What follows belongs to an exercise in optimizing a design on an open flow for small area; a production flow would make more cautious choices. RTL that was checked went through simulation tests only; none was proved equivalent to the original. The RTL of runs 1 and 5 was laid out without a check of its function. Power and IR drop assume default switching activity.

$ cat flow/run.sh
#!/bin/bash
# Layout flow: the standard ORFS flow (standard.sh, unchanged synthesis,
# floorplan, power grid and tap cells), with two settings of its own:
#  - port buffers are the smallest buffer (buf_1) instead of the flow's pick;
#  - clock tree: clkbuf_8 buffers in clusters of at most 20 sinks within
#    60 um, and no dummy loads at the leaves.
# make's full output goes to flow_make.log here; ORFS's per-step logs stay
# under orfs/logs/.
set -euo pipefail
bash standard.sh \
  BUFFER_PORTS_ARGS="-buffer_cell sky130_fd_sc_hd__buf_1" \
  CTS_ARGS="-sink_clustering_enable -repair_clock_nets -dont_use_dummy_load -buf_list sky130_fd_sc_hd__clkbuf_8 -sink_clustering_size 20 -sink_clustering_max_diameter 60" \
  finish > flow_make.log 2>&1
$ cat standard.sh
#!/bin/bash
# synth_recipe.tcl (not shown) runs the flow's synth.tcl, then flattens the netlist and writes it again
# the make line also repeats each setting of config.mk as NAME=value (left out here)
make -C /OpenROAD-flow-scripts/flow DESIGN_CONFIG=/design/flow/config.mk WORK_HOME=/design/flow/orfs CLKGATE_MAP_FILE= SYNTH_SCRIPT=/design/flow/synth_recipe.tcl "${@:-finish}"
$ cat config.mk
export PLATFORM = sky130hd
export DESIGN_NAME = fir_avg_multi
export DESIGN_NICKNAME = fir_avg_multi
export VERILOG_FILES = /design/flow/design.v
export SDC_FILE = /design/flow/constraint.sdc
export NUM_CORES = 4
export LEC_CHECK = 0
export CAP_MARGIN = 20
export CORE_MARGIN = 2
export CORE_UTILIZATION = 40
export SLEW_MARGIN = 20
export SYNTH_HIERARCHICAL = 1
export SYNTH_MINIMUM_KEEP_SIZE = 0
$ cat constraint.sdc
create_clock -name core_clock -period 7.0 [get_ports {clk}]
set_input_delay 1.4000 -clock core_clock [delete_from_list [all_inputs] [get_ports {clk}]]
set_output_delay 1.4000 -clock core_clock [all_outputs]
set_load 0.01 [all_outputs]
$ cat design.v
package fir_avg_pkg;
  localparam int W_DEF     = 24;
  localparam int LOG2N_DEF = 4;
  localparam int CH_DEF    = 2;
  localparam int ACC_W_DEF = W_DEF + LOG2N_DEF;
  typedef logic signed [ACC_W_DEF-1:0] acc_def_t;
endpackage
module fir_avg_delay_line
#(
  parameter int W     = fir_avg_pkg::W_DEF,
  parameter int LOG2N = fir_avg_pkg::LOG2N_DEF,
  parameter int CH    = fir_avg_pkg::CH_DEF
) (
  input  logic            clk,
  input  logic            we,
  input  logic            hold,
  input  logic [CH*W-1:0] din,
  output logic [CH*W-1:0] newest,
  output logic [CH*W-1:0] oldest
);
  localparam int N = 1 << LOG2N;
  logic [N-1:0][CH*W-1:0] sr_q;
  logic [N-1:0][CH*W-1:0] sr_d;
  fir_avg_sel #(.WIDTH(N*CH*W)) u_sel (
    .s0 (we),
    .d0 ({sr_q[N-2:0], din}),
    .s1 (hold),
    .d1 (sr_q),
    .y  (sr_d)
  );
  always_ff @(posedge clk) begin
    sr_q <= sr_d;
  end
  assign newest = sr_q[0];
  assign oldest = sr_q[N-1];
endmodule
module fir_avg_sel
#(
  parameter int WIDTH = 1
) (
  input  logic             s0,
  input  logic [WIDTH-1:0] d0,
  input  logic             s1,
  input  logic [WIDTH-1:0] d1,
  output logic [WIDTH-1:0] y
);
  assign y = ({WIDTH{s0}} & d0) | ({WIDTH{s1}} & d1);
endmodule
module fir_avg_multi
#(
  parameter int W     = fir_avg_pkg::W_DEF,
  parameter int LOG2N = fir_avg_pkg::LOG2N_DEF,
  parameter int CH    = fir_avg_pkg::CH_DEF
) (
  input  logic            clk,
  input  logic            reset,
  input  logic            isValid,
  input  logic            flush,
  input  logic            bypass,
  input  logic [CH*W-1:0] dataIn,
  output logic [CH*W-1:0] dataOut,
  output logic            outValid,
  output logic            filled
);
  localparam int N  = 1 << LOG2N;
  localparam int AW = W + LOG2N;
  localparam int CIA_BLK = 8;
  logic            accept;
  logic [CH*W-1:0] newest;
  logic [CH*W-1:0] oldest;
  logic [LOG2N-1:0] cnt_q;
  logic             filled_q;
  logic             vld_q;
  logic             sel_avg_q;  
  logic             sel_smp_q;  
  assign accept = isValid & ~flush;
  fir_avg_delay_line #(
    .W     (W),
    .LOG2N (LOG2N),
    .CH    (CH)
  ) u_delay_line (
    .clk    (clk),
    .we     (accept),
    .hold   (~isValid),
    .din    (dataIn),
    .newest (newest),
    .oldest (oldest)
  );
  always_ff @(posedge clk or posedge reset) begin
    if (reset) begin
      cnt_q     <= '0;
      filled_q  <= 1'b0;
      vld_q     <= 1'b0;
      sel_avg_q <= 1'b0;
      sel_smp_q <= 1'b0;
    end else begin
      vld_q  <= accept;
      if (flush) begin
        cnt_q     <= '0;
        filled_q  <= 1'b0;
        sel_avg_q <= 1'b0;
        sel_smp_q <= 1'b0;
      end else if (accept) begin
        cnt_q     <= cnt_q + LOG2N'(1);
        sel_avg_q <= ~bypass;
        sel_smp_q <= bypass;
        if (cnt_q == LOG2N'(N-1)) filled_q <= 1'b1;
      end
    end
  end
  assign outValid = vld_q;
  assign filled   = filled_q;
  for (genvar c = 0; c < CH; c++) begin : g_ch
    logic                 smp_v;
    logic                 old_v;
    logic        [W-1:0]  smp_o;
    logic        [W-1:0]  old_o;
    logic signed [AW-1:0] acc_q;
    logic signed [AW-1:0] acc_nxt;
    assign smp_v = isValid;
    assign old_v = isValid & filled_q;
    assign smp_o = {~(smp_v & dataIn[c*W+W-1]), {(W-1){smp_v}} & dataIn[c*W +: W-1]};
    assign old_o = {~(old_v & oldest[c*W+W-1]), {(W-1){old_v}} & oldest[c*W +: W-1]};
    logic [AW-1:0] op_a, op_b, op_c, cs_s, cs_c;
    assign op_a = acc_q;
    assign op_b = {{LOG2N{1'b0}}, smp_o};
    assign op_c = ~{{LOG2N{1'b0}}, old_o};
    assign cs_s = op_a ^ op_b ^ op_c;
    assign cs_c = (op_a & op_b) | (op_a & op_c) | (op_b & op_c);
    fir_avg_cia #(.AW(AW), .BLK(CIA_BLK)) u_cpa (
      .a   (cs_s),
      .b   ({cs_c[AW-2:0], 1'b1}),
      .sum (acc_nxt)
    );
    always_ff @(posedge clk or posedge reset) begin
      if (reset) acc_q <= '0;
      else       acc_q <= flush ? '0 : acc_nxt;
    end
    assign dataOut[c*W +: W] = ({W{sel_avg_q}} & acc_q[AW-1:LOG2N])
                             | ({W{sel_smp_q}} & newest[c*W +: W]);
  end
endmodule
module fir_avg_cia
#(
  parameter int AW  = fir_avg_pkg::ACC_W_DEF,
  parameter int BLK = 7
) (
  input  logic [AW-1:0] a,
  input  logic [AW-1:0] b,
  output logic [AW-1:0] sum
);
  localparam int NB = (AW + BLK - 1) / BLK;
  logic [AW-1:0] s0;      
  logic [AW-1:0] ones;    
  logic [NB:0]   cb;      
  assign cb[0] = 1'b0;
  for (genvar j = 0; j < NB; j++) begin : g_blk
    localparam int LO = j * BLK;
    localparam int HI = (LO + BLK < AW) ? LO + BLK : AW;
    logic [HI-LO:0] rc;
    assign rc[0] = 1'b0;
    for (genvar i = LO; i < HI; i++) begin : g_bit
      assign s0[i]         = a[i] ^ b[i] ^ rc[i-LO];
      assign rc[i-LO+1]    = (a[i] & b[i]) | (rc[i-LO] & (a[i] ^ b[i]));
      if (i == LO) begin : g_first
        assign ones[i] = 1'b1;
      end else begin : g_next
        assign ones[i] = &s0[i-1:LO];
      end
      assign sum[i] = s0[i] ^ (cb[j] & ones[i]);
    end
    assign cb[j+1] = rc[HI-LO] | (cb[j] & (&s0[HI-1:LO]));
  end
endmodule
==> impl_summary.log, run 1 <==
[metrics] # IOs: 103
[metrics] total of flip-flops plus latches after synthesis: 832
[metrics] count of cell types in the netlist: 41
[metrics] per-cell routed wire length: 18.0 um
[metrics] Hold Vio Cnt, Final: 0
[metrics] data required time of the worst path: 7.56 ns
[metrics] post_cts resized: 0
[metrics] max-cap check violation count: 0
[metrics] first-pass GRT wire length: 95.4 mm
[metrics] worst hold path type: flip-flop to flip-flop
[metrics] Area Growth Syn to Fin: 3.03%
[metrics] element type at the critical path start: primary input
[metrics] number of DRC markers in iteration 0: 1,260
[metrics] cell area power density: 309 mW/mm2
[metrics] count of flip-flops with a built-in enable after synthesis: 0
[metrics] number of setup violations in the final report: 0
[metrics] hold buffer count at CTS: 0
[metrics] routed wl met3: 2.64 mm
[metrics] total leakage power: 12.2 nW
[metrics] number of remaining DRC errors: 0
[metrics] via count of the first global-routing pass: 17,400
[metrics] share of layout cells above drive strength 1: 4.56%
[metrics] clock buffer depth: 3
[metrics] Vias: 17,600
[metrics] number of instances in the synthesized netlist: 2,391
[metrics] IO buf count: 102
[metrics] timing-limited maximum frequency: 161 MHz
[metrics] clock latency at the later pin of the worst-skew pair: 0.73 ns
[metrics] overall overflow remaining after global route: 0
[metrics] number of buffers created by CTS: 60
[metrics] cell class contributing the biggest share of worst-path delay: adder cells
[metrics] placeable core region: 0.0743 mm2
[metrics] most used flip-flop cell after synthesis: dfxtp_1
[metrics] clock network fraction of design power: 22.7%
[metrics] Gate power share: 23.5%
[metrics] peak supply drop: 0.181 mV
[metrics] half-perimeter wire length after detailed placement: 36.4 mm
[metrics] Clk pin slew, worst setup/hold paths: 0.12 ns
[metrics] number of antenna violations at the first check in global routing: 4
[metrics] met2 wire length: 25.8 mm
[metrics] slack of the worst reg-to-reg path: 1.10 ns
[metrics] slowest cell on the critical path: fa_1
[metrics] highest routed layer: met5
[metrics] multi-input combinational cell area: 0.0109 mm2
[metrics] standard-cell rows: 100
[metrics] Min Clock Period, post-route: 6.22 ns
[metrics] share of the yosys chip area belonging to registers: 56.6%
[metrics] CP Capture Type: flip-flop
[metrics] overall track demand over capacity in global routing: 14.9%
[metrics] Die ar.: 0.0772 mm2
[metrics] Reg power frac: 53.8%
[metrics] detailed-router iteration count before antenna repair: 5
[metrics] effective utilization at floorplan: 40.3%
[metrics] clk sinks: 832
[metrics] hold-critical path endpoint: u_delay_line.sr_q[728]$_DFF_P_
[metrics] RR Startpoint: filled_q$_DFFE_PP0P_
[metrics] die extent in y: 278 um
[metrics] Final #Nets: 2,447
[metrics] CP most frequent cell: fa_1
[metrics] total power: 9.55 mW
[metrics] maximum number of pins on one net before global-route repair: 246
[metrics] capture instance of the worst register-to-register path: g_ch[0].acc_q[25]$_DFF_PP0_
[metrics] result of the run: finished clean
[metrics] register area: 0.0170 mm2
[metrics] final setup skew: 0.125 ns
[metrics] Worst Hold Launch: u_delay_line.sr_q[680]$_DFF_P_
[metrics] final worst path period share: 88.9%
[metrics] total wirelength of the detailed-routed design: 58.6 mm
[metrics] CP Data Arrival Time: 6.78 ns
[metrics] weighted congestion at the end of routability-driven global placement: 0.835
[metrics] width of the die: 278 um
[metrics] longest individual stage delay on the worst path: 0.47 ns
[metrics] H-Tree Level Count: 2
[metrics] crit path kind: primary input to flip-flop
[metrics] Post-Route Utilization: 41.6%
[metrics] peak fanout along the critical path: 14
[metrics] M1 wire length: 28.6 mm
[metrics] worst hold margin: 0.402 ns
[metrics] residual antenna-violating net count after detailed routing: 0
[metrics] number of warnings reported in the yosys synthesis log: 8
[metrics] count of fill cells added during filler insertion: 7,050
[metrics] number of buffers and inverters on the critical path: 3
[metrics] share of total power consumed by net switching: 28.9%
[metrics] path depth of the worst reg2reg path: 19
[metrics] average size of a mapped cell: 12.5 um2
[metrics] count of cells along the worst hold path: 1
[metrics] relative slew slack: 26.4%
[metrics] final setup TNS: 0 ns
[metrics] setup repair after global routing missed its margin: false
[metrics] internal power: 6.79 mW
[metrics] cell chain of the critical path: clkbuf_2 > and2_2 > buf_4 > nand2_1 > fa_1 > ha_1 > fa_1 > fa_1 > fa_1 > fa_1 > fa_1 > fa_1 > inv_1 > fa_1 > nor4b_4 > a31o_4 > a31o_2 > ha_1 > xor2_1 > nor2b_1
[metrics] final max-slew violation count: 0
[metrics] clock tree from TritonCTS: yes
[metrics] net switching power figure: 2.77 mW
[metrics] share of async-settable or async-resettable flops after synthesis: 7.69%
[metrics] number of buffers added for setup after CTS: 0
[metrics] cell at the root of the clock tree: clkbuf_8
[metrics] vias per cell: 5.39
[metrics] transition time at the pin with the least slew margin: 1.10 ns
[metrics] post-synthesis instance area: 0.0300 mm2
==> synthesized netlist by cell type (2+ instances only) <==
| library cell | count | share of area [%] |
|---|---|---|
| nor2b_1 | 27 | 0.56 |
| nand3_1 | 2 | 0.033 |
| nor3_1 | 4 | 0.067 |
| clkbuf_1 | 10 | 0.13 |
| and2b_1 | 30 | 0.75 |
| and2_1 | 49 | 1.0 |
| or2_2 | 2 | 0.042 |
| inv_1 | 86 | 1.1 |
| buf_6 | 8 | 0.30 |
| and3_1 | 2 | 0.042 |
| ha_1 | 15 | 0.63 |
| o31a_1 | 2 | 0.058 |
| xor2_1 | 14 | 0.41 |
| a22o_1 | 816 | 24 |
| fa_1 | 94 | 6.3 |
| dfxtp_1 | 768 | 51 |
| nand2_2 | 2 | 0.042 |
| a31o_2 | 2 | 0.058 |
| xnor2_1 | 21 | 0.61 |
| buf_4 | 124 | 3.1 |
| o21ai_0 | 2 | 0.033 |
| buf_2 | 152 | 2.5 |
| dfrtp_1 | 64 | 5.3 |
| mux2i_1 | 2 | 0.067 |
| a31o_4 | 2 | 0.12 |
| nand2_1 | 52 | 0.65 |
| nor4b_4 | 2 | 0.16 |
| nand4b_1 | 2 | 0.058 |
| nor2_1 | 15 | 0.19 |
| nor4_2 | 2 | 0.083 |
| nand2b_1 | 4 | 0.083 |
| nor4_1 | 4 | 0.083 |
| or3_1 | 2 | 0.042 |
==> state kept, by name, indices dropped and copies added, names as in the netlist <==
signal / flops
sel_avg_q: 1
u_delay_line.sr_q: 768
vld_q: 1
cnt_q: 4
g_ch.acc_q: 56
sel_smp_q: 1
filled_q: 1
==> cells by family (layout without fill, tap and decap cells) <==
family	Yosys count	count (layout)	synth area share, %
adders and majority gates	109	109	6.90
AOI/OAI and AO/OA	828	828	24.2
DFF	832	832	56.6
and+or+nand+nor	203	203	3.96
other	1	6	0.0125
xor gates and xnor gates	35	35	1.02
muxes	3	3	0.104
buffers and inverters	380	271	7.15
==> area by class of cell <==
| type | instances | share of cell area (%) |
|---|---|---|
| sequential | 832 | 55.0 |
| multi-input combinational | 1180 | 35.2 |
| tap | 969 | 3.93 |
| clock buffer | 60 | 2.67 |
| timing repair buffer | 125 | 2.13 |
| inverter | 86 | 1.07 |
| antenna | 4 | 0.0324 |
==> per-stage QoR <==
step	cell area (um2)	cells	setup slack, ns
2_1_floorplan	30000	2392	0.688
3_5_place_dp	30100	3192	0.00257
3_3_place_gp	30100	3192	0.175
5_1_grt	30900	3255	0.604
6_report	30900	3256	0.778
4_1_cts	30900	3252	0.820
==> power by group through the flow <==
stage	clock, mW	combinational (mW)	sequential (mW)
detailed placement	0	2.24	5.25
floorplan	0	1.83	5.18
finish	2.17	2.25	5.14
global route	2.45	2.55	5.17
CTS	2.27	2.26	5.14
global placement	0	2.14	5.25
==> per-layer routing <==
layer / track usage [%] / vias up
met4: 4.98 / 2
met1: 21.9 / 8805
met3: 2.50 / 105
met5: 0 / -
met2: 22.3 / 289
li1: - / 8360
==> worst register-to-register path: stages (launching register included) <==
cell and delay [ns]:
dfrtp_1 0.47, and2_2 0.48, buf_4 0.29, nand2_1 0.10, fa_1 0.47, ha_1 0.22
fa_1 0.41, fa_1 0.39, fa_1 0.38, fa_1 0.38, fa_1 0.39, fa_1 0.37
inv_1 0.07, fa_1 0.25, nor4b_4 0.09, a31o_4 0.27, a31o_2 0.24, ha_1 0.20
xor2_1 0.16, nor2b_1 0.13
==> how the worst max path moves through the flow <==
stage / startpoint / slack [ns] / depth (start not counted) / end
CTS: isValid / 0.82 / 20 / g_ch[0].acc_q[25]$_DFF_PP0_
finish: isValid / 0.78 / 20 / g_ch[0].acc_q[25]$_DFF_PP0_
detailed placement: isValid / 0.003 / 20 / g_ch[0].acc_q[25]$_DFF_PP0_
global placement: isValid / 0.17 / 20 / g_ch[0].acc_q[25]$_DFF_PP0_
floorplan: isValid / 0.69 / 20 / g_ch[0].acc_q[25]$_DFF_PP0_
global route: isValid / 0.60 / 20 / g_ch[1].acc_q[25]$_DFF_PP0_
==> cells in the final DEF, fill, tap and decap left out, types with 4 or more instances in the layout <==
cell type  synthesis  routed
nand2_1           52      52
nand2b_1           4       4
clkbuf_8           0      60
nor4_1             4       4
xnor2_1           21      21
dfrtp_1           64      64
diode_2            0       4
nor2b_1           27      27
nor3_1             4       4
fa_1              94      94
a22o_1           816     816
dfxtp_1          768     768
and2_1            49      48
buf_12             0       8
inv_1             86      84
buf_1              0     100
nor2_1            15      14
xor2_1            14      14
and2b_1           30      30
buf_4            124      15
ha_1              15      15
==> run 2, diff against run 1 <==
--- a/design.v
+++ b/design.v
@@ -128,9 +128,29 @@
     assign cs_s = op_a ^ op_b ^ op_c;
     assign cs_c = (op_a & op_b) | (op_a & op_c) | (op_b & op_c);
-    fir_avg_cia #(.AW(AW), .BLK(CIA_BLK)) u_cpa (
-      .a   (cs_s),
-      .b   ({cs_c[AW-2:0], 1'b1}),
-      .sum (acc_nxt)
-    );
+    localparam int NB = (AW + CIA_BLK - 1) / CIA_BLK;
+    logic [AW-1:0] cp_a, cp_b;
+    logic [AW-1:0] s0;      
+    logic [AW-1:0] ones;    
+    logic [NB:0]   cb;      
+    assign cp_a  = cs_s;
+    assign cp_b  = {cs_c[AW-2:0], 1'b1};
+    assign cb[0] = 1'b0;
+    for (genvar j = 0; j < NB; j++) begin : g_blk
+      localparam int LO = j * CIA_BLK;
+      localparam int HI = (LO + CIA_BLK < AW) ? LO + CIA_BLK : AW;
+      logic [HI-LO:0] rc;
+      assign rc[0] = 1'b0;
+      for (genvar i = LO; i < HI; i++) begin : g_bit
+        assign s0[i]      = cp_a[i] ^ cp_b[i] ^ rc[i-LO];
+        assign rc[i-LO+1] = (cp_a[i] & cp_b[i]) | (rc[i-LO] & (cp_a[i] ^ cp_b[i]));
+        if (i == LO) begin : g_first
+          assign ones[i] = 1'b1;
+        end else begin : g_next
+          assign ones[i] = &s0[i-1:LO];
+        end
+        assign acc_nxt[i] = s0[i] ^ (cb[j] & ones[i]);
+      end
+      assign cb[j+1] = rc[HI-LO] | (cb[j] & (&s0[HI-1:LO]));
+    end
     always_ff @(posedge clk or posedge reset) begin
       if (reset) acc_q <= '0;
@@ -141,34 +161,2 @@
   end
 endmodule
-module fir_avg_cia
-#(
-  parameter int AW  = fir_avg_pkg::ACC_W_DEF,
-  parameter int BLK = 7
-) (
-  input  logic [AW-1:0] a,
-  input  logic [AW-1:0] b,
-  output logic [AW-1:0] sum
-);
-  localparam int NB = (AW + BLK - 1) / BLK;
-  logic [AW-1:0] s0;      
-  logic [AW-1:0] ones;    
-  logic [NB:0]   cb;      
-  assign cb[0] = 1'b0;
-  for (genvar j = 0; j < NB; j++) begin : g_blk
-    localparam int LO = j * BLK;
-    localparam int HI = (LO + BLK < AW) ? LO + BLK : AW;
-    logic [HI-LO:0] rc;
-    assign rc[0] = 1'b0;
-    for (genvar i = LO; i < HI; i++) begin : g_bit
-      assign s0[i]         = a[i] ^ b[i] ^ rc[i-LO];
-      assign rc[i-LO+1]    = (a[i] & b[i]) | (rc[i-LO] & (a[i] ^ b[i]));
-      if (i == LO) begin : g_first
-        assign ones[i] = 1'b1;
-      end else begin : g_next
-        assign ones[i] = &s0[i-1:LO];
-      end
-      assign sum[i] = s0[i] ^ (cb[j] & ones[i]);
-    end
-    assign cb[j+1] = rc[HI-LO] | (cb[j] & (&s0[HI-1:LO]));
-  end
-endmodule
--- a/config.mk
+++ b/config.mk
@@ -8,5 +8,5 @@
 export CAP_MARGIN = 20
 export CORE_MARGIN = 2
-export CORE_UTILIZATION = 40
+export CORE_UTILIZATION = 60
 export SLEW_MARGIN = 20
 export SYNTH_HIERARCHICAL = 1
==> run 2 against run 1 <==
Synthesized cell count is 2.6% lower; power decreased by 2.2%; sequential power hardly changed; core utilization rose by 20 points; first-iteration DRC count grew 1.7%; die area is 34% lower; clock skew decreased by 0.051 ns; combinational power shrank 2%; fmax fell by 4.8%; non-clock buffer count rose by 14; global-route usage rose by 7.9 points; largest power group unchanged.
==> impl_summary.log, run 2 <==
[metrics] mux contribution to synthesized area: 0.0678%
[metrics] most instantiated cells after synthesis: a22o_1 (816), dfxtp_1 (768), buf_2 (142)
[metrics] most used flip-flop cell after synthesis: dfxtp_1
[metrics] Clk pin slew, worst setup/hold paths: 0.11 ns
[metrics] commonest non-fill, non-tap cell in the layout: a22o_1
[metrics] Final Instance Area: 0.0300 mm2
[metrics] final non-filler cell total: 2,888
[metrics] Area after DPL: 0.0294 mm2
[metrics] Post-Route Utilization: 61.6%
[metrics] slack of the worst reg-to-reg path: 0.92 ns
[metrics] compound-cell area share of the yosys netlist: 24.6%
[metrics] # IOs: 103
[metrics] clk sinks: 832
[metrics] Vias: 17,200
[metrics] effective utilization at floorplan: 60.6%
[metrics] H-Tree Level Count: 2
[metrics] clock latency at the later pin of the worst-skew pair: 0.66 ns
[metrics] residual antenna-violating net count after detailed routing: 0
[metrics] Biggest register: u_delay_line.sr_q
[metrics] vias per cell: 5.96
[metrics] setup repair after global routing missed its margin: false
[metrics] IO buf count: 102
[metrics] total of flip-flops plus latches after synthesis: 832
[metrics] maximum number of pins on one net before global-route repair: 264
[metrics] data required time of the worst path: 7.51 ns
[metrics] peak fanout along the critical path: 14
[metrics] Final #Nets: 2,385
[metrics] result of the run: finished clean
[metrics] final worst path period share: 93.3%
[metrics] share of layout cells above drive strength 1: 4.45%
[metrics] final max-slew violation count: 0
[metrics] worst hold path type: flip-flop to flip-flop
[metrics] final setup TNS: 0 ns
[metrics] number of instances in the synthesized netlist: 2,330
[metrics] number of remaining DRC errors: 0
[metrics] transition time at the pin with the least slew margin: 1.14 ns
[metrics] standard-cell rows: 81
[metrics] clock tree from TritonCTS: yes
[metrics] cell type with the largest total area after synthesis: dfxtp_1
[metrics] count of flip-flops with a built-in enable after synthesis: 0
[metrics] Hold Vio Cnt, Final: 0
[metrics] half-perimeter wire length after detailed placement: 36.9 mm
[metrics] width of the die: 226 um
[metrics] element type at the critical path start: primary input
[metrics] per-cell routed wire length: 20.1 um
[metrics] final setup skew: 0.0741 ns
[metrics] average size of a mapped cell: 12.7 um2
[metrics] post-synthesis instance area: 0.0295 mm2
[metrics] top cell type's share of synthesized area: 52.1%
[metrics] DP Cell Count: 2,837
[metrics] via count of the first global-routing pass: 16,700
[metrics] peak supply drop: 0.260 mV
[metrics] total leakage power: 11.7 nW
[metrics] share of the yosys chip area belonging to registers: 57.5%
[metrics] timing-limited maximum frequency: 153 MHz
[metrics] placeable core region: 0.0487 mm2
[metrics] crit path kind: primary input to flip-flop
[metrics] overall overflow remaining after global route: 0
[metrics] area share of fa/ha/maj cells after synthesis: 6.92%
[metrics] share of async-settable or async-resettable flops after synthesis: 7.69%
[metrics] total wirelength of the detailed-routed design: 58.0 mm
[metrics] largest registers: u_delay_line.sr_q (768), g_ch.acc_q (56), cnt_q (4)
[metrics] number of buffers created by CTS: 50
[metrics] hold buffer count at CTS: 0
[metrics] cell area power density: 311 mW/mm2
[metrics] weighted congestion at the end of routability-driven global placement: 0.841
[metrics] detailed-router iteration count before antenna repair: 5
[metrics] post_cts resized: 0
[metrics] setup slack of the critical path after layout: 0.467 ns
[metrics] max FFs per register: 768
[metrics] parity-gate share of the synthesized area counting xor and xnor cells: 1.07%
[metrics] number of setup violations in the final report: 0
[metrics] count of cell types in the netlist: 42
[metrics] first-pass GRT wire length: 92.5 mm
[metrics] CP Data Arrival Time: 7.04 ns
[metrics] commonest cells after routing, fill and taps aside: a22o_1 (816), dfxtp_1 (768), buf_1 (100)
[metrics] CP Capture Type: flip-flop
[metrics] Area Growth Syn to Fin: 1.75%
[metrics] share of synthesized cell area in and, or, nand and nor gates: 3.50%
[metrics] main combinational cell family by area after synthesis: compound AO/OA/AOI/OAI gates
[metrics] worst hold margin: 0.470 ns
[metrics] number of buffers added for setup after CTS: 0
[metrics] overall track demand over capacity in global routing: 22.9%
[metrics] library cell with the highest instance count after synthesis: a22o_1
[metrics] biggest area contributors in the synthesized netlist: dfxtp_1 (52%), a22o_1 (24%), fa_1 (6.4%)
[metrics] relative slew slack: 23.7%
[metrics] worst slack, placed: -0.252 ns
[metrics] max-cap check violation count: 0
[metrics] number of DRC markers in iteration 0: 1,282
[metrics] number of warnings reported in the yosys synthesis log: 8
[metrics] number of antenna violations at the first check in global routing: 1
[metrics] Die ar.: 0.0510 mm2
[metrics] Min Clock Period, post-route: 6.53 ns
[metrics] total power: 9.35 mW
[metrics] cell at the root of the clock tree: clkbuf_8
[metrics] clock buffer depth: 3
[metrics] die extent in y: 226 um
-- run 2: changes by cell type after synthesis, sizes merged, moves of 5 or more --
cell,before,now
inv,86,23
and2b,30,0
nor2,15,40
clkbuf,10,26
buf,284,270
nand4,1,7
nor2b,27,21
nand3,2,7
-- run 2: report_power, final --
part	switching (mW)	internal, mW	total [mW]	leakage (nW)
Sequential	0.194	4.95	5.15	7.04
Clock	1.36	0.644	2.00	0.360
Combinational	1.18	1.02	2.20	4.30
-- run 2: routing by layer --
metal	global-route usage, %	routed length (um)
met4	8.12	1990
met3	3.45	1940
met1	30.4	25600
met5	0	0
met2	38.1	28400
-- run 2: final cells by class --
cell class | instances | area [um2]
Sequential cell | 832 | 17000
Fill cell | 3996 | 18700
Inverter | 23 | 93.8
Timing Repair Buffer | 139 | 751
Clock buffer | 50 | 688
Tap cell | 664 | 831
Multi-Input combinational cell | 1179 | 10700
Antenna cell | 1 | 2.50
-- run 2: worst max-delay path, stage by stage --
cell and delay (ns):
clkbuf_2 0.12, and2_2 0.17, buf_12 0.16, nand2_1 0.08
fa_1 0.47, ha_1 0.23, fa_1 0.48, fa_1 0.47
fa_1 0.46, fa_1 0.46, fa_1 0.46, fa_1 0.47
fa_1 0.60, a31oi_2 0.14, nor4_2 0.32, a21o_1 0.17
ha_1 0.15, xor2_1 0.15, nor2_1 0.05
-- run 2: worst paths after layout --
path | startpoint | to | cells after the start
worst min-delay path | u_delay_line.sr_q[504]$_DFF_P_ | u_delay_line.sr_q[552]$_DFF_P_ | 1
max in group asynchronous | reset | g_ch[0].acc_q[18]$_DFF_PP0_ | 3
worst min register to register | u_delay_line.sr_q[504]$_DFF_P_ | u_delay_line.sr_q[552]$_DFF_P_ | 1
worst max-delay path | isValid | g_ch[1].acc_q[25]$_DFF_PP0_ | 19
min in group asynchronous | reset | g_ch[1].acc_q[5]$_DFF_PP0_ | 3
worst max register to register | filled_q$_DFFE_PP0P_ | g_ch[1].acc_q[25]$_DFF_PP0_ | 18
-- run 2: cells by family (layout without fill, tap and decap cells) --
kind of cell,Yosys count,count (layout)
AOI/OAI and AO/OA,832,832
DFF,832,832
buffers and inverters,319,212
and+or+nand+nor,202,202
adders and majority gates,107,107
xor gates and xnor gates,36,36
muxes,2,2
other,0,1
==> run 3, diff against run 2 <==
--- a/config.mk
+++ b/config.mk
@@ -8,5 +8,5 @@
 export CAP_MARGIN = 20
 export CORE_MARGIN = 2
-export CORE_UTILIZATION = 60
+export CORE_UTILIZATION = 70
 export SLEW_MARGIN = 20
 export SYNTH_HIERARCHICAL = 1
==> run 3 against run 2 <==
Still clean; count of clock-buffer cells in the layout is 1 higher; sequential power hardly changed; synthesized area stayed put; critical path type unchanged; largest power group unchanged; highest routed layer unchanged.
==> impl_summary.log, run 3 <==
[metrics] max-cap check violation count: 0
[metrics] die extent in y: 209 um
[metrics] placeable core region: 0.0418 mm2
[metrics] width of the die: 209 um
[metrics] library cell with the highest instance count after synthesis: a22o_1
[metrics] slack of the worst reg-to-reg path: 0.92 ns
[metrics] post_cts resized: 0
[metrics] half-perimeter wire length after detailed placement: 36.7 mm
[metrics] relative slew slack: 29.2%
[metrics] total wirelength of the detailed-routed design: 57.0 mm
[metrics] first-pass GRT wire length: 91.6 mm
[metrics] number of warnings reported in the yosys synthesis log: 8
[metrics] share of the yosys chip area belonging to registers: 57.5%
[metrics] element type at the critical path start: primary input
[metrics] transition time at the pin with the least slew margin: 1.06 ns
[metrics] top cell type's share of synthesized area: 52.1%
[metrics] number of remaining DRC errors: 0
[metrics] average size of a mapped cell: 12.7 um2
[metrics] cell type with the largest total area after synthesis: dfxtp_1
[metrics] worst hold margin: 0.460 ns
[metrics] weighted congestion at the end of routability-driven global placement: 0.869
[metrics] most instantiated cells after synthesis: a22o_1 (816), dfxtp_1 (768), buf_2 (142)
[metrics] Min Clock Period, post-route: 6.48 ns
[metrics] final setup TNS: 0 ns
[metrics] number of antenna violations at the first check in global routing: 0
[metrics] startpoint of the most critical setup path: isValid
[metrics] post-synthesis instance area: 0.0295 mm2
[metrics] crit path kind: primary input to flip-flop
[metrics] total of flip-flops plus latches after synthesis: 832
[metrics] worst setup path end: g_ch[0].acc_q[24]$_DFF_PP0_
[metrics] vias per cell: 6.27
[metrics] overall overflow remaining after global route: 0
[metrics] number of instances in the synthesized netlist: 2,330
[metrics] count of flip-flops with a built-in enable after synthesis: 0
[metrics] total inserted antenna cells: 0
[metrics] total leakage power: 11.7 nW
[metrics] timing-limited maximum frequency: 154 MHz
[metrics] number of buffers added for setup after CTS: 0
[metrics] peak fanout along the critical path: 13
[metrics] final worst path period share: 92.5%
[metrics] data required time of the worst path: 7.48 ns
[metrics] overall track demand over capacity in global routing: 26.1%
[metrics] peak supply drop: 0.219 mV
[metrics] worst hold path type: flip-flop to flip-flop
[metrics] # IOs: 103
[metrics] setup repair after global routing missed its margin: false
[metrics] clock latency at the later pin of the worst-skew pair: 0.68 ns
[metrics] commonest cells after routing, fill and taps aside: a22o_1 (816), dfxtp_1 (768), buf_1 (100)
[metrics] number of setup violations in the final report: 0
[metrics] Post-Route Utilization: 71.6%
[metrics] share of layout cells above drive strength 1: 4.58%
[metrics] CP Data Arrival Time: 6.95 ns
[metrics] H-Tree Level Count: 2
[metrics] Vias: 17,400
[metrics] Biggest register: u_delay_line.sr_q
[metrics] biggest area contributors in the synthesized netlist: dfxtp_1 (52%), a22o_1 (24%), fa_1 (6.4%)
[metrics] residual antenna-violating net count after detailed routing: 0
[metrics] via count of the first global-routing pass: 16,900
[metrics] number of DRC markers in iteration 0: 1,266
[metrics] most used flip-flop cell after synthesis: dfxtp_1
[metrics] cell area power density: 311 mW/mm2
[metrics] cell at the root of the clock tree: clkbuf_8
[metrics] final max-slew violation count: 0
[metrics] count of fill cells added during filler insertion: 2,946
[metrics] number of buffers created by CTS: 51
[metrics] per-cell routed wire length: 20.6 um
[metrics] effective utilization at floorplan: 70.7%
[metrics] standard-cell rows: 75
[metrics] detailed-router iteration count before antenna repair: 4
[metrics] clock buffer depth: 3
[metrics] hold buffer count at CTS: 0
[metrics] share of async-settable or async-resettable flops after synthesis: 7.69%
[metrics] RR Startpoint: filled_q$_DFFE_PP0P_
[metrics] clk sinks: 832
[metrics] IO buf count: 102
[metrics] final setup skew: 0.0610 ns
[metrics] Die ar.: 0.0438 mm2
[metrics] Clk pin slew, worst setup/hold paths: 0.12 ns
[metrics] Final #Nets: 2,388
[metrics] commonest non-fill, non-tap cell in the layout: a22o_1
[metrics] capture instance of the worst register-to-register path: g_ch[0].acc_q[24]$_DFF_PP0_
[metrics] Area Growth Syn to Fin: 1.31%
[metrics] count of cell types in the netlist: 42
[metrics] maximum number of pins on one net before global-route repair: 241
[metrics] largest registers: u_delay_line.sr_q (768), g_ch.acc_q (56), cnt_q (4)
[metrics] Hold Vio Cnt, Final: 0
[metrics] path depth of the worst reg2reg path: 17
[metrics] max FFs per register: 768
[metrics] CP Capture Type: flip-flop
[metrics] clock tree from TritonCTS: yes
[metrics] result of the run: finished clean
==> run 3: cell counts after synthesis <==
No cell type changed its count.
==> run 3: critical path: stages <==
cell and delay [ns]:
clkbuf_2 0.11, and2_2 0.16, buf_12 0.14, nand2_1 0.08
fa_1 0.48, ha_1 0.23, fa_1 0.46, fa_1 0.47
fa_1 0.46, fa_1 0.46, fa_1 0.46, fa_1 0.47
fa_1 0.63, a41oi_4 0.12, o31a_1 0.35, inv_1 0.10
ha_1 0.23, nor2b_1 0.13
==> run 3: per-layer routing <==
metal	vias up	GRT usage, %	wire length (um)
li1	8233	-	-
met1	8720	34.9	25000
met2	286	42.9	27600
met3	111	3.46	1950
met4	0	11.5	2420
met5	-	0	0
==> run 3: how the worst min path moves through the flow <==
stage                                         from                              to  depth (start not counted)
floorplan           u_delay_line.sr_q[718]$_DFF_P_  u_delay_line.sr_q[718]$_DFF_P_                          1
global placement    u_delay_line.sr_q[202]$_DFF_P_  u_delay_line.sr_q[202]$_DFF_P_                          1
detailed placement  u_delay_line.sr_q[468]$_DFF_P_  u_delay_line.sr_q[468]$_DFF_P_                          1
CTS                 u_delay_line.sr_q[663]$_DFF_P_  u_delay_line.sr_q[711]$_DFF_P_                          1
global route        u_delay_line.sr_q[663]$_DFF_P_  u_delay_line.sr_q[711]$_DFF_P_                          1
finish              u_delay_line.sr_q[663]$_DFF_P_  u_delay_line.sr_q[711]$_DFF_P_                          1
==> run 3: power breakdown <==
group	switching, mW	leakage, nW	internal, mW
logic	1.16	4.31	1.01
registers	0.190	7.04	4.95
clock network	1.34	0.367	0.657
==> run 3: layout make-up <==
class	instances	area, um2	share of cell area [%]
sequential	832	17000	56.8
multi-input combinational	1179	10700	35.8
timing repair buffer	141	766	2.56
clock buffer	51	702	2.35
tap	539	674	2.25
inverter	23	93.8	0.314
==> run 3: stage by stage <==
step	total power, mW	std cells	setup slack [ns]	cell area [um2]
floorplan	6.91	2330	0.0140	29500
global placement	7.36	2714	-0.0262	29200
detailed placement	7.41	2714	-0.146	29200
CTS	9.40	2765	0.532	29900
global route	9.87	2765	0.270	29900
finish	9.31	2765	0.525	29900
==> run 3: kinds of logic after synthesis <==
group	share of synthesized area, %
and+or+nand+nor	3.50
DFF	57.5
adders and majority gates	6.92
AOI/OAI and AO/OA	24.6
buffers and inverters	6.31
muxes	0.0678
xor gates and xnor gates	1.07
==> run 4, diff against run 3 <==
--- a/config.mk
+++ b/config.mk
@@ -8,5 +8,5 @@
 export CAP_MARGIN = 20
 export CORE_MARGIN = 2
-export CORE_UTILIZATION = 70
+export CORE_UTILIZATION = 40
 export SLEW_MARGIN = 20
 export SYNTH_HIERARCHICAL = 1
==> run 4 against run 3 <==
Highest routed layer unchanged; final area grew 1.9%; power grew 0.90%; critical path depth is the same; via count shrank 1.1%; first-iteration DRC count shrank 5.5%; sequential power is essentially flat; count of clock-buffer cells in the layout grew 1; sequential share of layout area shrank 1.1 points; core utilization shrank 30 points; register-to-register slack gained 0.06 ns.
==> impl_summary.log, run 4 <==
[metrics] result of the run: finished clean
[metrics] Gate power share: 23.5%
[metrics] hold buffer count at CTS: 0
[metrics] cell type with the largest total area after synthesis: dfxtp_1
[metrics] CP Capture Type: flip-flop
[metrics] residual antenna-violating net count after detailed routing: 0
[metrics] count of flip-flops with a built-in enable after synthesis: 0
[metrics] timing-limited maximum frequency: 156 MHz
[metrics] slowest cell on the critical path: fa_1
[metrics] library cell with the highest instance count after synthesis: a22o_1
[metrics] weighted congestion at the end of routability-driven global placement: 0.880
[metrics] met2 Track Usage GR: 24.2%
[metrics] max FFs per register: 768
[metrics] commonest cells after routing, fill and taps aside: a22o_1 (816), dfxtp_1 (768), buf_1 (100)
[metrics] half-perimeter wire length after detailed placement: 35.6 mm
[metrics] number of antenna violations at the first check in global routing: 1
[metrics] IO buf count: 102
[metrics] Min Clock Period, post-route: 6.41 ns
[metrics] average size of a mapped cell: 12.7 um2
[metrics] total power: 9.40 mW
[metrics] width of the die: 276 um
[metrics] final setup skew: 0.117 ns
[metrics] total wirelength of the detailed-routed design: 57.0 mm
[metrics] met1 capacity usage during global routing: 19.7%
[metrics] # IOs: 103
[metrics] worst hold margin: 0.421 ns
[metrics] peak supply drop: 0.214 mV
[metrics] Hold Vio Cnt, Final: 0
[metrics] overall track demand over capacity in global routing: 14.7%
[metrics] largest registers: u_delay_line.sr_q (768), g_ch.acc_q (56), cnt_q (4)
[metrics] cell area power density: 308 mW/mm2
[metrics] cell chain of the critical path: clkbuf_2 > and2_2 > buf_12 > nand2_1 > fa_1 > ha_1 > fa_1 > fa_1 > fa_1 > fa_1 > fa_1 > fa_1 > fa_1 > a41oi_4 > buf_4 > nor4b_1 > xnor2_1 > nor2_1
[metrics] total leakage power: 11.7 nW
[metrics] share of total power consumed by net switching: 29.2%
[metrics] effective utilization at floorplan: 40.5%
[metrics] crit path kind: primary input to flip-flop
[metrics] most used flip-flop cell after synthesis: dfxtp_1
[metrics] setup repair after global routing missed its margin: false
[metrics] transition time at the pin with the least slew margin: 1.09 ns
[metrics] Reg power frac: 54.7%
[metrics] clock latency at the later pin of the worst-skew pair: 0.70 ns
[metrics] worst slack, placed: -0.176 ns
[metrics] cell at the root of the clock tree: clkbuf_8
[metrics] M3 GR Usage: 2.20%
[metrics] total of flip-flops plus latches after synthesis: 832
[metrics] Final #Nets: 2,390
[metrics] share of async-settable or async-resettable flops after synthesis: 7.69%
[metrics] number of buffers added for setup after CTS: 0
[metrics] longest individual stage delay on the worst path: 0.62 ns
[metrics] relative slew slack: 27.3%
[metrics] Biggest register: u_delay_line.sr_q
[metrics] most used routing layer: met2
[metrics] clock tree from TritonCTS: yes
[metrics] number of DRC markers in iteration 0: 1,196
[metrics] element type at the critical path start: primary input
[metrics] number of buffers created by CTS: 52
[metrics] peak fanout along the critical path: 15
[metrics] via count of the first global-routing pass: 17,300
[metrics] number of warnings reported in the yosys synthesis log: 8
[metrics] setup slack of the critical path after layout: 0.586 ns
[metrics] top cell type's share of synthesized area: 52.1%
[metrics] per-cell routed wire length: 17.9 um
[metrics] final max-slew violation count: 0
[metrics] vias per cell: 5.38
[metrics] number of remaining DRC errors: 0
[metrics] die extent in y: 276 um
[metrics] CP most frequent cell: fa_1
[metrics] post_cts resized: 0
[metrics] number of instances in the synthesized netlist: 2,330
[metrics] H-Tree Level Count: 2
[metrics] final worst path period share: 91.6%
[metrics] first-pass GRT wire length: 92.1 mm
[metrics] data required time of the worst path: 7.52 ns
[metrics] standard-cell rows: 99
[metrics] count of cell types in the netlist: 42
[metrics] internal power: 6.65 mW
[metrics] most instantiated cells after synthesis: a22o_1 (816), dfxtp_1 (768), buf_2 (142)
[metrics] net switching power figure: 2.75 mW
[metrics] share of layout cells above drive strength 1: 4.67%
[metrics] Area Growth Syn to Fin: 3.26%
[metrics] Clk pin slew, worst setup/hold paths: 0.12 ns
[metrics] post-synthesis instance area: 0.0295 mm2
[metrics] clock network fraction of design power: 21.8%
[metrics] maximum number of pins on one net before global-route repair: 248
[metrics] max-cap check violation count: 0
[metrics] worst hold path type: flip-flop to flip-flop
[metrics] number of setup violations in the final report: 0
[metrics] Vias: 17,200
[metrics] CP Data Arrival Time: 6.93 ns
[metrics] clock buffer depth: 3
[metrics] Die ar.: 0.0760 mm2
[metrics] detailed-router iteration count before antenna repair: 4
[metrics] biggest area contributors in the synthesized netlist: dfxtp_1 (52%), a22o_1 (24%), fa_1 (6.4%)
[metrics] final setup TNS: 0 ns
[metrics] commonest non-fill, non-tap cell in the layout: a22o_1
[metrics] share of the yosys chip area belonging to registers: 57.5%
[metrics] placeable core region: 0.0730 mm2
[metrics] overall overflow remaining after global route: 0
[metrics] clk sinks: 832
[run 4: cell count changes in the layout (fill, tap and decap cells not counted)]
cell      change
buf_12        +2
buf_4         -1
clkbuf_8      +1
diode_2       +1
[run 4: final cells by class]
type | count | area, um2
Fill cell | 6817 | 42500
Sequential cell | 832 | 17000
Multi-Input combinational cell | 1179 | 10700
Tap cell | 959 | 1200
Timing Repair Buffer | 142 | 798
Clock buffer | 52 | 716
Inverter | 23 | 93.8
Antenna cell | 1 | 2.50
[run 4: layer usage]
layer	part of all wire, %	up-vias
met5	0	-
met4	3.1	0
li1	-	8283
met2	47	227
met1	46	8563
met3	3.7	91
[run 4: cells by family after synthesis]
group | Yosys count | synth area share, %
AO/OA/AOI/OAI | 832 | 24.6
XOR/XNOR | 36 | 1.07
buffers and inverters | 319 | 6.31
AND/OR/NAND/NOR | 202 | 3.50
flip-flops | 832 | 57.5
multiplexers | 2 | 0.0678
adder cells (fa/ha/maj) | 107 | 6.92
[run 4: final timing paths]
| check | from | slack, ns | cells past startpoint | endpoint |
|---|---|---|---|---|
| setup / recovery | isValid | 0.59 | 18 | g_ch[0].acc_q[21]$_DFF_PP0_ |
| hold / removal | u_delay_line.sr_q[453]$_DFF_P_ | 0.42 | 1 | u_delay_line.sr_q[501]$_DFF_P_ |
| setup reg to reg | filled_q$_DFFE_PP0P_ | 0.98 | 17 | g_ch[0].acc_q[21]$_DFF_PP0_ |
| hold reg to reg | u_delay_line.sr_q[453]$_DFF_P_ | 0.42 | 1 | u_delay_line.sr_q[501]$_DFF_P_ |
| max in group asynchronous | reset | 5.37 | 3 | g_ch[0].acc_q[6]$_DFF_PP0_ |
| min in group asynchronous | reset | 0.97 | 3 | g_ch[1].acc_q[2]$_DFF_PP0_ |
[run 4: critical path: cells and delay by family]
kind / cells / cell delay [ns]
adder cells (fa/ha/maj): 9 / 4.09
AND/OR/NAND/NOR: 4 / 0.67
buffers and inverters: 3 / 0.46
XOR/XNOR: 1 / 0.17
AO/OA/AOI/OAI: 1 / 0.14
[run 4: power by group through the flow]
stage	Combinational, mW	Clock (mW)	Sequential [mW]
finish	2.21	2.05	5.14
global route	2.50	2.30	5.17
CTS	2.23	2.14	5.14
detailed placement	2.21	0	5.25
global placement	2.10	0	5.24
floorplan	1.74	0	5.18
[run 4: through the flow]
step | std cells | util, % | instance area (um2)
after floorplan | 2330 | - | 29500
after global placement | 3135 | 40.8 | 29800
after detailed placement | 3135 | 40.8 | 29800
after CTS | 3187 | 41.8 | 30500
after global routing | 3188 | 41.8 | 30500
final | 3188 | 41.8 | 30500
==> run 5, diff against run 4 <==
--- a/design.v
+++ b/design.v
@@ -13,25 +13,48 @@
 ) (
   input  logic            clk,
+  input  logic            reset,
   input  logic            we,
   input  logic            hold,
   input  logic [CH*W-1:0] din,
   output logic [CH*W-1:0] newest,
-  output logic [CH*W-1:0] oldest
+  output logic [CH*W-1:0] oldest_raw,
+  output logic            inv
 );
   localparam int N = 1 << LOG2N;
-  logic [N-1:0][CH*W-1:0] sr_q;
-  logic [N-1:0][CH*W-1:0] sr_d;
-  fir_avg_sel #(.WIDTH(N*CH*W)) u_sel (
+  logic [CH*W-1:0]        sr0_q;    
+  logic [CH*W-1:0]        sr0_d;
+  logic [N-1:1][CH*W-1:0] sr_q;     
+  logic [N-1:1][CH*W-1:0] sr_d;
+  logic [N-1:1][CH*W-1:0] sr_in;    
+  logic                   inv_q;
+  always_ff @(posedge clk or posedge reset) begin
+    if (reset) inv_q <= 1'b0;
+    else       inv_q <= ~inv_q;
+  end
+  fir_avg_sel #(.WIDTH(CH*W)) u_sel0 (
     .s0 (we),
-    .d0 ({sr_q[N-2:0], din}),
+    .d0 (din),
     .s1 (hold),
-    .d1 (sr_q),
-    .y  (sr_d)
+    .d1 (sr0_q),
+    .y  (sr0_d)
+  );
+  assign sr_in[1] = sr0_q ^ {(CH*W){inv_q}};
+  for (genvar k = 2; k < N; k++) begin : g_in
+    assign sr_in[k] = sr_q[k-1];
+  end
+  fir_avg_sel_n #(.WIDTH((N-1)*CH*W)) u_sel (
+    .s0_n (~we),
+    .d0   (sr_in),
+    .s1_n (~hold),
+    .d1   (sr_q),
+    .y_n  (sr_d)
   );
   always_ff @(posedge clk) begin
-    sr_q <= sr_d;
-  end
-  assign newest = sr_q[0];
-  assign oldest = sr_q[N-1];
+    sr0_q <= sr0_d;
+    sr_q  <= sr_d;
+  end
+  assign newest     = sr0_q;
+  assign oldest_raw = sr_q[N-1];
+  assign inv        = inv_q;
 endmodule
 module fir_avg_sel
@@ -46,4 +69,16 @@
 );
   assign y = ({WIDTH{s0}} & d0) | ({WIDTH{s1}} & d1);
+endmodule
+module fir_avg_sel_n
+#(
+  parameter int WIDTH = 1
+) (
+  input  logic             s0_n,
+  input  logic [WIDTH-1:0] d0,
+  input  logic             s1_n,
+  input  logic [WIDTH-1:0] d1,
+  output logic [WIDTH-1:0] y_n
+);
+  assign y_n = ~(({WIDTH{s0_n}} | d0) & ({WIDTH{s1_n}} | d1));
 endmodule
 module fir_avg_multi
@@ -68,5 +103,6 @@
   logic            accept;
   logic [CH*W-1:0] newest;
-  logic [CH*W-1:0] oldest;
+  logic [CH*W-1:0] oldest_raw;
+  logic            inv;
   logic [LOG2N-1:0] cnt_q;
   logic             filled_q;
@@ -80,10 +116,12 @@
     .CH    (CH)
   ) u_delay_line (
-    .clk    (clk),
-    .we     (accept),
-    .hold   (~isValid),
-    .din    (dataIn),
-    .newest (newest),
-    .oldest (oldest)
+    .clk        (clk),
+    .reset      (reset),
+    .we         (accept),
+    .hold       (~isValid),
+    .din        (dataIn),
+    .newest     (newest),
+    .oldest_raw (oldest_raw),
+    .inv        (inv)
   );
   always_ff @(posedge clk or posedge reset) begin
@@ -121,5 +159,15 @@
     assign old_v = isValid & filled_q;
     assign smp_o = {~(smp_v & dataIn[c*W+W-1]), {(W-1){smp_v}} & dataIn[c*W +: W-1]};
-    assign old_o = {~(old_v & oldest[c*W+W-1]), {(W-1){old_v}} & oldest[c*W +: W-1]};
+    logic old_v1, old_v0;
+    logic [W-1:0] old_t_n;
+    assign old_v1 = old_v & ~inv;
+    assign old_v0 = old_v & inv;
+    fir_avg_mux_n #(.WIDTH(W)) u_old (
+      .s   (oldest_raw[c*W +: W]),
+      .d1  (old_v1),
+      .d0  (old_v0),
+      .y_n (old_t_n)
+    );
+    assign old_o = {old_t_n[W-1], ~old_t_n[W-2:0]};
     logic [AW-1:0] op_a, op_b, op_c, cs_s, cs_c;
     assign op_a = acc_q;
@@ -161,2 +209,15 @@
   end
 endmodule
+module fir_avg_mux_n
+#(
+  parameter int WIDTH = 1
+) (
+  input  logic [WIDTH-1:0] s,
+  input  logic             d1,
+  input  logic             d0,
+  output logic [WIDTH-1:0] y_n
+);
+  for (genvar i = 0; i < WIDTH; i++) begin : g_bit
+    assign y_n[i] = ~(s[i] ? d1 : d0);
+  end
+endmodule
--- a/config.mk
+++ b/config.mk
@@ -8,5 +8,5 @@
 export CAP_MARGIN = 20
 export CORE_MARGIN = 2
-export CORE_UTILIZATION = 40
+export CORE_UTILIZATION = 60
 export SLEW_MARGIN = 20
 export SYNTH_HIERARCHICAL = 1
==> run 5 against run 4 <==
Non-clock buffer count increased by 2; die area decreased by 34%; largest power group unchanged; first-iteration DRC count increased by 27%; highest routed layer unchanged; wire length increased by 2.6%.
==> impl_summary.log, run 5 <==
[metrics] most instantiated cells after synthesis: dfxtp_1 (768), o22ai_1 (720), inv_1 (142)
[metrics] vias per cell: 5.99
[metrics] most used flip-flop cell after synthesis: dfxtp_1
[metrics] peak fanout along the critical path: 29
[metrics] crit path kind: primary input to flip-flop
[metrics] number of warnings reported in the yosys synthesis log: 8
[metrics] share of total power consumed by net switching: 30.7%
[metrics] Final Instance Area: 0.0295 mm2
[metrics] largest registers: u_delay_line.sr_q (720), g_ch.acc_q (56), u_delay_line.sr0_q (48)
[metrics] via count of the first global-routing pass: 17,200
[metrics] clock latency at the later pin of the worst-skew pair: 0.68 ns
[metrics] Biggest register: u_delay_line.sr_q
[metrics] max-cap check violation count: 0
[metrics] longest individual stage delay on the worst path: 0.59 ns
[metrics] cell at the root of the clock tree: clkbuf_8
[metrics] slowest cell on the critical path: fa_1
[metrics] overall overflow remaining after global route: 0
[metrics] half-perimeter wire length after detailed placement: 37.7 mm
[metrics] total wirelength of the detailed-routed design: 58.5 mm
[metrics] net switching power figure: 3.26 mW
[metrics] CP Data Arrival Time: 7.10 ns
[metrics] element type at the critical path start: primary input
[metrics] cell chain of the critical path: clkbuf_2 > and3_4 > mux2i_1 > fa_1 > ha_1 > fa_1 > fa_1 > fa_1 > fa_1 > fa_2 > fa_1 > fa_1 > a31oi_4 > buf_4 > or4_1 > a21oi_1
[metrics] Area Growth Syn to Fin: 2.00%
[metrics] width of the die: 224 um
[metrics] timing-limited maximum frequency: 153 MHz
[metrics] commonest non-fill, non-tap cell in the layout: dfxtp_1
[metrics] Reg power frac: 55.2%
[metrics] worst hold path type: flip-flop to flip-flop
[metrics] data required time of the worst path: 7.57 ns
[metrics] DP Cell Count: 2,976
[metrics] share of layout cells above drive strength 1: 4.85%
[metrics] post_cts resized: 0
[metrics] setup slack of the critical path after layout: 0.478 ns
[metrics] Vias: 18,100
[metrics] cell type with the largest total area after synthesis: dfxtp_1
[metrics] # IOs: 103
[metrics] first-pass GRT wire length: 93.7 mm
[metrics] H-Tree Level Count: 2
[metrics] worst slack, placed: -0.229 ns
[metrics] maximum number of pins on one net before global-route repair: 180
[metrics] Final #Nets: 2,575
[metrics] total of flip-flops plus latches after synthesis: 833
[metrics] setup repair after global routing missed its margin: false
[metrics] hold buffer count at CTS: 0
[metrics] count of flip-flops with a built-in enable after synthesis: 0
[metrics] number of instances in the synthesized netlist: 2,427
[metrics] count of cell types in the netlist: 44
[metrics] count of fill cells added during filler insertion: 3,937
[metrics] number of DRC markers in iteration 0: 1,520
[metrics] clock buffer depth: 3
[metrics] post-synthesis instance area: 0.0289 mm2
[metrics] clk sinks: 833
[metrics] detailed-router iteration count before antenna repair: 7
[metrics] effective utilization at floorplan: 60.7%
[metrics] CP most frequent cell: fa_1
[metrics] Die ar.: 0.0500 mm2
[metrics] transition time at the pin with the least slew margin: 0.952 ns
[metrics] Min Clock Period, post-route: 6.52 ns
[metrics] number of antenna violations at the first check in global routing: 1
[metrics] top cell type's share of synthesized area: 53.1%
[metrics] relative slew slack: 36.5%
[metrics] Area after DPL: 0.0288 mm2
[metrics] library cell with the highest instance count after synthesis: dfxtp_1
[metrics] final setup TNS: 0 ns
[metrics] register area: 0.0170 mm2
[metrics] number of setup violations in the final report: 0
[metrics] internal power: 7.35 mW
[metrics] Hold Vio Cnt, Final: 0
[metrics] CP Capture Type: flip-flop
[metrics] placeable core region: 0.0476 mm2
[metrics] Gate power share: 25.7%
[metrics] clock network fraction of design power: 19.1%
[metrics] number of buffers created by CTS: 52
[metrics] final max-slew violation count: 0
[metrics] overall track demand over capacity in global routing: 23.3%
[metrics] commonest cells after routing, fill and taps aside: dfxtp_1 (768), o22ai_1 (720), inv_1 (138)
[metrics] IO buf count: 102
[metrics] cell area power density: 360 mW/mm2
[metrics] average size of a mapped cell: 11.9 um2
[metrics] die extent in y: 224 um
[metrics] result of the run: finished clean
[metrics] number of buffers added for setup after CTS: 0
[metrics] Post-Route Utilization: 61.9%
[metrics] weighted congestion at the end of routability-driven global placement: 0.891
[metrics] biggest area contributors in the synthesized netlist: dfxtp_1 (53%), o22ai_1 (16%), fa_1 (6.5%)
[metrics] final non-filler cell total: 3,029
[metrics] clock tree from TritonCTS: yes
[metrics] Clk pin slew, worst setup/hold paths: 0.11 ns
[metrics] share of the yosys chip area belonging to registers: 58.8%
[metrics] number of remaining DRC errors: 0
[metrics] standard-cell rows: 80
[metrics] peak supply drop: 0.278 mV
[metrics] final worst path period share: 93.2%
[metrics] total leakage power: 11.7 nW
[metrics] max FFs per register: 720
[metrics] multi-input combinational cell area: 0.00968 mm2
[metrics] per-cell routed wire length: 19.3 um
[metrics] final setup skew: 0.0553 ns
[metrics] residual antenna-violating net count after detailed routing: 0
[metrics] share of async-settable or async-resettable flops after synthesis: 7.80%
[run 5: cell types whose count changed in the layout (fill, tap and decap cells not counted), sizes merged, moves of 10 or more]
cell | previous run | this run
xor2 | 17 | 61
a21oi | 5 | 15
nand2 | 56 | 44
mux2i | 2 | 50
o22ai | 0 | 720
inv | 23 | 141
and2 | 52 | 23
a22o | 816 | 96
nor2 | 40 | 29
[run 5: worst paths after layout]
path / startpoint / endpoint / slack (ns) / depth (start not counted)
max: isValid / g_ch[0].acc_q[23]$_DFF_PP0_ / 0.48 / 16
min: u_delay_line.sr_q[165]$_DFF_P_ / u_delay_line.sr_q[213]$_DFF_P_ / 0.41 / 1
max reg2reg: u_delay_line.inv_q$_DFF_PP0_ / g_ch[0].acc_q[23]$_DFF_PP0_ / 0.93 / 15
min reg2reg: u_delay_line.sr_q[165]$_DFF_P_ / u_delay_line.sr_q[213]$_DFF_P_ / 0.41 / 1
max in group asynchronous: reset / g_ch[0].acc_q[12]$_DFF_PP0_ / 5.20 / 3
min in group asynchronous: reset / u_delay_line.inv_q$_DFF_PP0_ / 0.58 / 2
[run 5: area by class of cell]
type	instances	area share, %
multi-input combinational	1242	32.8
sequential	833	57.6
timing repair buffer	144	2.67
clock buffer	52	2.43
antenna	1	0.00848
inverter	142	1.86
tap	615	2.61
[run 5: metal layers]
metal / global-route usage [%] / share of wire, %
met1: 38.3 / 53
met2: 30.2 / 38
met3: 5.57 / 6.2
met4: 6.28 / 2.3
met5: 0 / 0
[run 5: critical path: cells and delay by family]
kind	cells	cell delay, ns
compound gates	2	0.26
fa+ha+maj	9	4.00
mux	1	0.18
simple gates	2	0.93
buf+inv	2	0.31
[run 5: power by group through the flow]
stage | sequential, mW | combinational, mW | clock [mW]
floorplan | 5.80 | 2.12 | 0
global placement | 5.95 | 2.59 | 0
detailed placement | 5.96 | 2.71 | 0
CTS | 5.86 | 2.73 | 2.11
global route | 5.94 | 3.10 | 2.26
finish | 5.87 | 2.73 | 2.02
[run 5: cells by family (layout without fill, tap and decap cells)]
logic type / count (synthesis) / count (layout) / share of synthesized area, %
AOI/OAI and AO/OA: 859 / 859 / 19.6
buffers and inverters: 352 / 338 / 7.89
adders and majority gates: 107 / 107 / 7.07
xor gates and xnor gates: 71 / 71 / 2.15
muxes: 52 / 52 / 1.81
and+or+nand+nor: 153 / 153 / 2.76
other: 0 / 1 / 0
DFF: 833 / 833 / 58.8
[run 5: metrics by stage]
stage | hold slack (ns) | total power, mW
after floorplan | 0.423 | 7.92
after global placement | 0.431 | 8.54
after detailed placement | 0.432 | 8.67
after CTS | 0.408 | 10.7
after global routing | 0.431 | 11.3
final | 0.409 | 10.6
==> run 6, diff against run 5 <==
--- a/design.v
+++ b/design.v
@@ -160,14 +160,10 @@
     assign smp_o = {~(smp_v & dataIn[c*W+W-1]), {(W-1){smp_v}} & dataIn[c*W +: W-1]};
     logic old_v1, old_v0;
-    logic [W-1:0] old_t_n;
-    assign old_v1 = old_v & ~inv;
-    assign old_v0 = old_v & inv;
-    fir_avg_mux_n #(.WIDTH(W)) u_old (
-      .s   (oldest_raw[c*W +: W]),
-      .d1  (old_v1),
-      .d0  (old_v0),
-      .y_n (old_t_n)
-    );
-    assign old_o = {old_t_n[W-1], ~old_t_n[W-2:0]};
+    logic [W-1:0] old_raw, old_t;
+    assign old_v1  = old_v & ~inv;
+    assign old_v0  = old_v & inv;
+    assign old_raw = oldest_raw[c*W +: W];
+    assign old_t   = ({W{old_v1}} & old_raw) | ({W{old_v0}} & ~old_raw);
+    assign old_o   = {~old_t[W-1], old_t[W-2:0]};
     logic [AW-1:0] op_a, op_b, op_c, cs_s, cs_c;
     assign op_a = acc_q;
@@ -209,15 +205,2 @@
   end
 endmodule
-module fir_avg_mux_n
-#(
-  parameter int WIDTH = 1
-) (
-  input  logic [WIDTH-1:0] s,
-  input  logic             d1,
-  input  logic             d0,
-  output logic [WIDTH-1:0] y_n
-);
-  for (genvar i = 0; i < WIDTH; i++) begin : g_bit
-    assign y_n[i] = ~(s[i] ? d1 : d0);
-  end
-endmodule
==> run 6 against run 5 <==
Non-clock buffer count fell by 1; worst setup slack got worse by 0.11 ns; sequential share of layout area rose by 0.49 points; critical endpoint is now g_ch[0].acc_q[24]$_DFF_PP0_; final area fell by 0.83%; die area fell by 0.98%; sequential power barely moved; register-to-register slack got worse by 0.56 ns; wire length rose by 4.2%; highest routed layer unchanged.
==> impl_summary.log, run 6 <==
[metrics] Die ar.: 0.0495 mm2
[metrics] net switching power figure: 3.17 mW
[metrics] clock tree from TritonCTS: yes
[metrics] worst hold path type: flip-flop to flip-flop
[metrics] detailed-router iteration count before antenna repair: 5
[metrics] average size of a mapped cell: 12.1 um2
[metrics] library cell with the highest instance count after synthesis: dfxtp_1
[metrics] number of buffers and inverters on the critical path: 2
[metrics] clock latency at the later pin of the worst-skew pair: 0.71 ns
[metrics] CP Data Arrival Time: 7.14 ns
[metrics] number of logic stages on the critical path including buffering: 17
[metrics] number of antenna violations at the first check in global routing: 0
[metrics] transition time at the pin with the least slew margin: 1.15 ns
[metrics] # IOs: 103
[metrics] post_cts resized: 0
[metrics] commonest cells after routing, fill and taps aside: dfxtp_1 (768), o22ai_1 (720), xor2_1 (107)
[metrics] Final #Nets: 2,516
[metrics] internal power: 7.32 mW
[metrics] number of buffers created by CTS: 52
[metrics] count of flip-flops with a built-in enable after synthesis: 0
[metrics] die extent in y: 222 um
[metrics] most instantiated cells after synthesis: dfxtp_1 (768), o22ai_1 (720), xor2_1 (107)
[metrics] main combinational cell family by area after synthesis: compound AO/OA/AOI/OAI gates
[metrics] cell at the root of the clock tree: clkbuf_8
[metrics] standard-cell rows: 80
[metrics] hold buffer count at CTS: 0
[metrics] most used flip-flop cell after synthesis: dfxtp_1
[metrics] share of the yosys chip area belonging to registers: 59.4%
[metrics] commonest non-fill, non-tap cell in the layout: dfxtp_1
[metrics] width of the die: 222 um
[metrics] parity-gate share of the synthesized area counting xor and xnor cells: 4.01%
[metrics] met2 Track Usage GR: 38.7%
[metrics] placeable core region: 0.0474 mm2
[metrics] Area Growth Syn to Fin: 2.17%
[metrics] max FFs per register: 720
[metrics] final non-filler cell total: 2,969
[metrics] number of setup violations in the final report: 0
[metrics] area share of fa/ha/maj cells after synthesis: 7.14%
[metrics] Final Instance Area: 0.0293 mm2
[metrics] relative slew slack: 23.6%
[metrics] share of layout cells above drive strength 1: 4.67%
[metrics] Vias: 17,900
[metrics] clock buffer depth: 3
[metrics] peak supply drop: 0.217 mV
[metrics] Gate power share: 24.7%
[metrics] longest individual stage delay on the worst path: 0.61 ns
[metrics] register area: 0.0170 mm2
[metrics] count of cell types in the netlist: 45
[metrics] cell type with the largest total area after synthesis: dfxtp_1
[metrics] Clk pin slew, worst setup/hold paths: 0.12 ns
[metrics] count of fill cells added during filler insertion: 3,967
[metrics] mux contribution to synthesized area: 0.0699%
[metrics] number of instances in the synthesized netlist: 2,370
[metrics] Area after DPL: 0.0285 mm2
[metrics] worst hold margin: 0.412 ns
[metrics] overall track demand over capacity in global routing: 24.5%
[metrics] met1 capacity usage during global routing: 35.5%
[metrics] total wirelength of the detailed-routed design: 60.9 mm
[metrics] effective utilization at floorplan: 60.4%
[metrics] cell area power density: 358 mW/mm2
[metrics] setup repair after global routing missed its margin: false
[metrics] clock network fraction of design power: 19.3%
[metrics] biggest area contributors in the synthesized netlist: dfxtp_1 (54%), o22ai_1 (16%), fa_1 (6.6%)
[metrics] cell class contributing the biggest share of worst-path delay: adder cells
[metrics] cell chain of the critical path: buf_12 > xnor2_1 > nor2_1 > fa_1 > inv_1 > fa_1 > fa_1 > fa_1 > fa_1 > fa_1 > fa_1 > fa_1 > and4_1 > and4_4 > a41o_4 > ha_1 > nor2b_1
[metrics] path depth of the worst reg2reg path: 17
[metrics] number of DRC markers in iteration 0: 1,179
[metrics] result of the run: finished clean
[metrics] total of flip-flops plus latches after synthesis: 833
[metrics] crit path kind: flip-flop to flip-flop
[metrics] final setup skew: 0.0974 ns
[metrics] number of remaining DRC errors: 0
[metrics] per-cell routed wire length: 20.5 um
[metrics] maximum number of pins on one net before global-route repair: 210
[metrics] half-perimeter wire length after detailed placement: 39.9 mm
[metrics] number of warnings reported in the yosys synthesis log: 8
[metrics] IO buf count: 102
[metrics] share of async-settable or async-resettable flops after synthesis: 7.80%
[metrics] post-synthesis instance area: 0.0286 mm2
[metrics] multi-input combinational cell area: 0.00979 mm2
[metrics] share of total power consumed by net switching: 30.2%
[metrics] element type at the critical path start: flip-flop
[metrics] largest registers: u_delay_line.sr_q (720), g_ch.acc_q (56), u_delay_line.sr0_q (48)
[metrics] final worst path period share: 94.7%
[metrics] top cell type's share of synthesized area: 53.7%
[metrics] DP Cell Count: 2,917
[metrics] number of buffers added for setup after CTS: 0
[metrics] peak fanout along the critical path: 41
[metrics] M3 GR Usage: 4.32%
[metrics] Hold Vio Cnt, Final: 0
[metrics] vias per cell: 6.02
[metrics] total leakage power: 11.1 nW
[metrics] max-cap check violation count: 0
[metrics] Biggest register: u_delay_line.sr_q
[metrics] Reg power frac: 56.0%
[metrics] total inserted antenna cells: 0
[metrics] via count of the first global-routing pass: 17,300
[metrics] clk sinks: 833
[metrics] H-Tree Level Count: 2
[metrics] count of cells along the worst hold path: 1
[metrics] residual antenna-violating net count after detailed routing: 0
[metrics] overall overflow remaining after global route: 0
-- run 6: cell count changes in the layout (fill, tap and decap cells not counted), sizes merged, moves of 4 or more --
cell    delta
o31ai      -5
o211ai     -4
xnor2     +14
and2      +21
or4        -8
inv       -97
xor2      +46
nor2      +22
mux2i     -48
nand2     +15
nand3      +5
a21oi     -10
-- run 6: per-layer routing --
metal / vias to the layer above / wire [um]
li1: 8669 / -
met1: 8831 / 29100
met2: 293 / 28200
met3: 71 / 2580
met4: 0 / 1000
met5: - / 0
-- run 6: cell type report --
cell class | count | share of cell area [%]
Timing Repair Buffer | 143 | 2.71
Multi-Input combinational cell | 1281 | 33.5
Clock buffer | 52 | 2.45
Sequential cell | 833 | 58.1
Tap cell | 615 | 2.63
Inverter | 45 | 0.646
-- run 6: cells by family after synthesis --
kind of cell / count (synthesis)
AOI/OAI and AO/OA: 834
DFF: 833
buffers and inverters: 256
and+or+nand+nor: 207
xor gates and xnor gates: 131
adders and majority gates: 107
muxes: 2
-- run 6: worst paths after layout --
path                                                      from                             end  slack [ns]
min in group asynchronous                                reset    u_delay_line.inv_q$_DFF_PP0_        0.61
worst max register to register    u_delay_line.inv_q$_DFF_PP0_     g_ch[0].acc_q[24]$_DFF_PP0_        0.37
worst min register to register  u_delay_line.sr_q[580]$_DFF_P_  u_delay_line.sr_q[628]$_DFF_P_        0.41
max in group asynchronous                                reset     g_ch[1].acc_q[11]$_DFF_PP0_        5.33
worst max-delay path              u_delay_line.inv_q$_DFF_PP0_     g_ch[0].acc_q[24]$_DFF_PP0_        0.37
worst min-delay path            u_delay_line.sr_q[580]$_DFF_P_  u_delay_line.sr_q[628]$_DFF_P_        0.41
-- run 6: power by group through the flow --
stage                     Sequential [mW]  Combinational, mW  Clock (mW)
after floorplan                      5.82               2.05           0
after global placement               5.97               2.49           0
final                                5.88               2.59        2.02
after global routing                 5.96               2.89        2.26
after detailed placement             5.98               2.57           0
after CTS                            5.88               2.59        2.11
-- run 6: per-stage QoR --
step	power (mW)	setup slack, ns	utilization, %	TNS [ns]
floorplan	7.87	0.0130	-	0
global placement	8.46	-0.0206	60.2	-0.0540
detailed placement	8.54	-0.165	60.2	-0.954
CTS	10.6	0.357	61.7	0
global route	11.1	0.187	61.7	0
finish	10.5	0.369	61.7	0

Check on run 6: ideal ports give 0.369 ns setup slack; a clkbuf_16 on the clock port and buf_2 on the inputs give 0.369 ns; moving port delays by the midpoint clock arrival (0.714 ns) as well gives -0.243 ns.
